What follows belongs to an exercise in optimizing a design on an open flow for small area; a production flow would make more cautious choices.
Power and IR drop assume default switching activity.

==> flow/design.v (excerpt) <==
module window_clipped_box_coverage_core #(
  parameter int MAX_DIM   = wcbc_pkg::MAX_DIM_DEF,
  parameter int AREA_BITS = wcbc_pkg::AREA_BITS_DEF
) (
  input  logic                  clk,
  input  logic                  rst_n,
  input  logic                  in_valid,
  input  logic [77:0]           in_item,
  output logic                  in_stall,
  output logic                  out_valid,
  output logic [80:0]           out_item,
  input  logic                  out_stall,
  input  logic                  cfg_psel,
  input  logic                  cfg_penable,
  input  logic                  cfg_pwrite,
  input  logic [wcbc_pkg::CFG_ADDR_W-1:0] cfg_paddr,
  input  logic [wcbc_pkg::CFG_DATA_W-1:0] cfg_pwdata,
  output logic [wcbc_pkg::CFG_DATA_W-1:0] cfg_prdata,
  output logic                  cfg_pready
);
Settings: LEC_CHECK=0, ABC_AREA=1, CAP_MARGIN=20, CORE_MARGIN=2, CORE_UTILIZATION=60, CTS_BUF_LIST=sky130_fd_sc_hd__clkbuf_8, CTS_CLUSTER_DIAMETER=60, CTS_CLUSTER_SIZE=20, SLEW_MARGIN=20; clock period 10.0 ns.
standard.sh (not shown) runs the stock make flow with config.mk's settings and CLKGATE_MAP_FILE= SYNTH_SCRIPT=/design/flow/synth_recipe.tcl, a recipe that flattens the netlist after the stock synthesis.
==> flow/flow/run.sh <==
#!/bin/bash
# Layout flow: the standard ORFS flow (standard.sh) with these changes:
#  - after the standard synthesis, its combinational gates are re-mapped with a
#    stronger ABC script (flow/reopt.tcl); the flip-flops stay exactly as the
#    standard synthesis made them (same cells, names and connections);
#  - every input and output port still gets its own buffer, but the smallest
#    one (buf_1) instead of the default clkdlybuf4s50_1;
#  - the clock tree is built from clkbuf_4 cells without dummy loads;
#  - the constant outputs share one tie cell each for 0 and 1 (no tie fanout repair).
# Logs: synth.log, reopt.log (with reopt_before.txt/reopt_after.txt area
# reports) and standard.log here; each ORFS step's own log is in orfs/logs/.
set -euo pipefail
export BUFFER_PORTS_ARGS="-buffer_cell sky130_fd_sc_hd__buf_1"
export SKIP_REPAIR_TIE_FANOUT=1
export CTS_ARGS="-sink_clustering_enable -repair_clock_nets -dont_use_dummy_load -buf_list sky130_fd_sc_hd__clkbuf_4 -sink_clustering_size 10 -sink_clustering_max_diameter 40"
res=orfs/results/$FLOW_PLATFORM/window_clipped_box_coverage_core/base
bash standard.sh synth > synth.log 2>&1
yosys -c flow/reopt.tcl > reopt.log 2>&1
rm -f "$res/1_synth.odb" "$res/1_synth.sdc"
bash standard.sh > standard.log 2>&1
Other scripts of this flow, unchanged in this note and not shown: flow/flow/reopt.tcl
Change:
--- a/flow/design.v
+++ b/flow/design.v
@@ -104,37 +104,39 @@
       2'd0:    cfg_prdata = {15'd0, ra_r};
       2'd1:    cfg_prdata = {15'd0, at_r};
       2'd2:    cfg_prdata = {16'd0, ct_r};
       default: cfg_prdata = 32'd0;
     endcase
   end
-  localparam logic [3:0] ST_IDLE    = 4'd0,
-                         ST_CLR     = 4'd1,
-                         ST_BX_X    = 4'd2,
-                         ST_BX_Y    = 4'd3,
-                         ST_BX_INC  = 4'd4,
-                         ST_BX_MUL  = 4'd5,
-                         ST_BX_FILL = 4'd6,
-                         ST_TAKE    = 4'd7,    
-                         ST_BG_X    = 4'd8,
-                         ST_BG_Y    = 4'd9,
-                         ST_BG_A    = 4'd10,
-                         ST_BG_ACPY = 4'd11,
-                         ST_BG_W    = 4'd12,
-                         ST_EN_SAT  = 4'd13,
-                         ST_EN_DIV  = 4'd14,
-                         ST_EN_CMP  = 4'd15;
+  localparam logic [4:0] ST_IDLE    = 5'd0,
+                         ST_CLR     = 5'd1,
+                         ST_BX_X    = 5'd2,
+                         ST_BX_Y    = 5'd3,
+                         ST_BX_INC  = 5'd4,
+                         ST_BX_MUL  = 5'd5,
+                         ST_BX_FILL = 5'd6,
+                         ST_TAKE    = 5'd7,
+                         ST_BG_X    = 5'd8,
+                         ST_BG_Y    = 5'd9,
+                         ST_BG_A    = 5'd11,
+                         ST_BG_ACPY = 5'd12,
+                         ST_BG_W    = 5'd13,
+                         ST_BG_TAKE = 5'd14,
+                         ST_EN_SAT  = 5'd15,
+                         ST_EN_FILL = 5'd16,
+                         ST_EN_DIV  = 5'd17,
+                         ST_EN_CMP  = 5'd18;
   function automatic logic lt5(input logic [4:0] a, input logic [4:0] b);   
     integer i;
     lt5 = 1'b0;
     for (i = 0; i < 5; i = i + 1) lt5 = (~a[i] & b[i]) | (~(a[i] ^ b[i]) & lt5);
   endfunction
   function automatic logic [4:0] inc5(input logic [4:0] a);
     inc5 = {a[4] ^ (&a[3:0]), a[3] ^ (&a[2:0]), a[2] ^ (&a[1:0]), a[1] ^ a[0], ~a[0]};
   endfunction
-  logic [3:0]  st_r, st_nx;
+  logic [4:0]  st_r, st_nx;
   logic        hi;              
   logic [4:0]  m;
   logic [4:0]  j_r, j_nx;       
   logic        pe;              
   logic        k0;              
   logic        mend;            
@@ -271,23 +273,22 @@
         fa_a = r_r[0];
         fa_b = rneg & a_r[0];
       end
       default: ;
     endcase
   end
-  logic take, bg_take;
-  assign bg_take = (st_r == ST_TAKE) && (cmd == 2'd0);
+  logic take;
   assign take = ((st_r == ST_IDLE) && pe && !ov_r && in_valid && cmd[1]) ||
-                ((st_r == ST_TAKE) && !(bg_take && cfg_wr));
+                (st_r == ST_TAKE) || ((st_r == ST_BG_TAKE) && !cfg_wr);
   assign in_stall = ~take;
   logic c_all1;
   assign c_all1 = &c_r;
   logic bg_state;
   assign bg_state = (st_r == ST_BG_X) || (st_r == ST_BG_Y) ||
                     (st_r == ST_BG_A) || (st_r == ST_BG_ACPY) || (st_r == ST_BG_W) ||
-                    bg_take;
+                    (st_r == ST_BG_TAKE);
   always_comb begin
     st_nx = st_r;
     j_nx  = j_r;
     if (pe) j_nx = inc5(j_r);
     case (st_r)
       ST_IDLE: begin
@@ -322,17 +323,19 @@
       end
       ST_BG_A: if (pe && j_r == 5'd28) st_nx = ST_BG_ACPY;
       ST_BG_ACPY: begin
         j_nx = 5'd0;
         if (pe) st_nx = ST_BG_W;
       end
-      ST_BG_W: if (pe && j_r == 5'd3) st_nx = ST_TAKE;
+      ST_BG_W: if (pe && j_r == 5'd3) st_nx = ST_BG_TAKE;
+      ST_BG_TAKE: st_nx = ST_IDLE;
       ST_EN_SAT: begin
         j_nx = 5'd0;
-        if (pe) st_nx = hit_r ? ST_EN_CMP : ST_EN_DIV;
+        if (pe) st_nx = sub_r ? ST_EN_FILL : ST_EN_DIV;
       end
+      ST_EN_FILL: if (pe) st_nx = ST_EN_CMP;
       ST_EN_DIV: if (pe && j_r == 5'd11) st_nx = ST_EN_CMP;
       ST_EN_CMP: if (pe) st_nx = ST_IDLE;
       default: st_nx = ST_IDLE;
     endcase
     if (bg_state && cfg_wr) st_nx = ST_IDLE;
   end
@@ -431,22 +434,25 @@
         end
       end
       ST_EN_SAT: begin
         s_en = klt(hi, m, 5'd15);
         if (!hi) r_in = s_r[8];
       end
+      ST_EN_FILL: begin
+        q_en = ~hi & lt5(m, 5'd24); q_in = 1'b1;
+      end
       ST_EN_DIV: begin
         r_in = fa_s;
         q_en = (m == 5'd24);
         q_in = ~fa_s;
       end
       ST_EN_CMP: begin
         c_en = ~hi & lt5(m, 5'd16);
         c_in = c_r[0];
-        q_en = lt5(m, 5'd24) & (hi | hit_r);
-        q_in = hi ? q_r[23] : 1'b1;
+        q_en = hi & lt5(m, 5'd24);
+        q_in = q_r[23];
       end
       default: ;
     endcase
   end
   logic [49:0] w_nx;
   always_comb begin
@@ -490,13 +496,13 @@
         if (hi && m == 5'd0) begin
           if (wsub) cy_r <= ~(dbit ? (csrc & sk_r) : (csrc | sk_r));
           else      cy_r <= dbit & csrc;
         end
       end
       ST_EN_SAT: begin
-        if (hi && m == 5'd6) hit_r <= fa_co;
+        if (hi && m == 5'd6) sub_r <= fa_co;
       end
       ST_EN_DIV: begin
         if (m == 5'd0) sub_r <= ~r_r[24];
       end
       ST_EN_CMP: begin
         if (k0) sub_r <= r_r[24];
Outcome: Sequential power went up by a quarter to a third; core utilization goes down by 0.33 points; final cell count fell slightly; power is higher by well over a third; fmax drops by about a fifth; worst setup slack gets worse by 1600 ps; global-route usage goes up by 0.49 points; register-to-register slack loses 2100 ps; count of clock-buffer cells in the layout rose by 1; clock power rises by a few percent; clock skew came out higher by 9.8 ps; critical path depth went up by 13; combinational power rose to 3.9 times its value; routed wire length grows by a few percent.
Function was not checked in any run of this note: the RTL went through the layout flow alone.

-- port drivers added, routing unchanged --
The results above use ideal ports. As a check the final layouts listed here were re-extracted and re-timed, cells and wires unchanged.
Step 1 assumes that a clkbuf_16 drives the clock port and a buf_2 every other input.
Step 2 times the ports against the registers' clock, not the clock port: input delays grow and output delays shrink by t, the midpoint of the rising clock arrivals with the driver on.
a / b / c = no drivers / after step 1 / after step 2; a / b = the first two.
run	t, ns	slack for setup (ns)	cell pins on the clock port's net
the first run	0.623	4.790 / 4.762 / 4.762	1
the second run	0.667	3.239 / 3.239 / 3.239	1
After both steps every run listed still meets setup and hold. The setup slack of the first run, which loses most, moves by -0.028 ns with the drivers and by -0.028 ns with both steps.
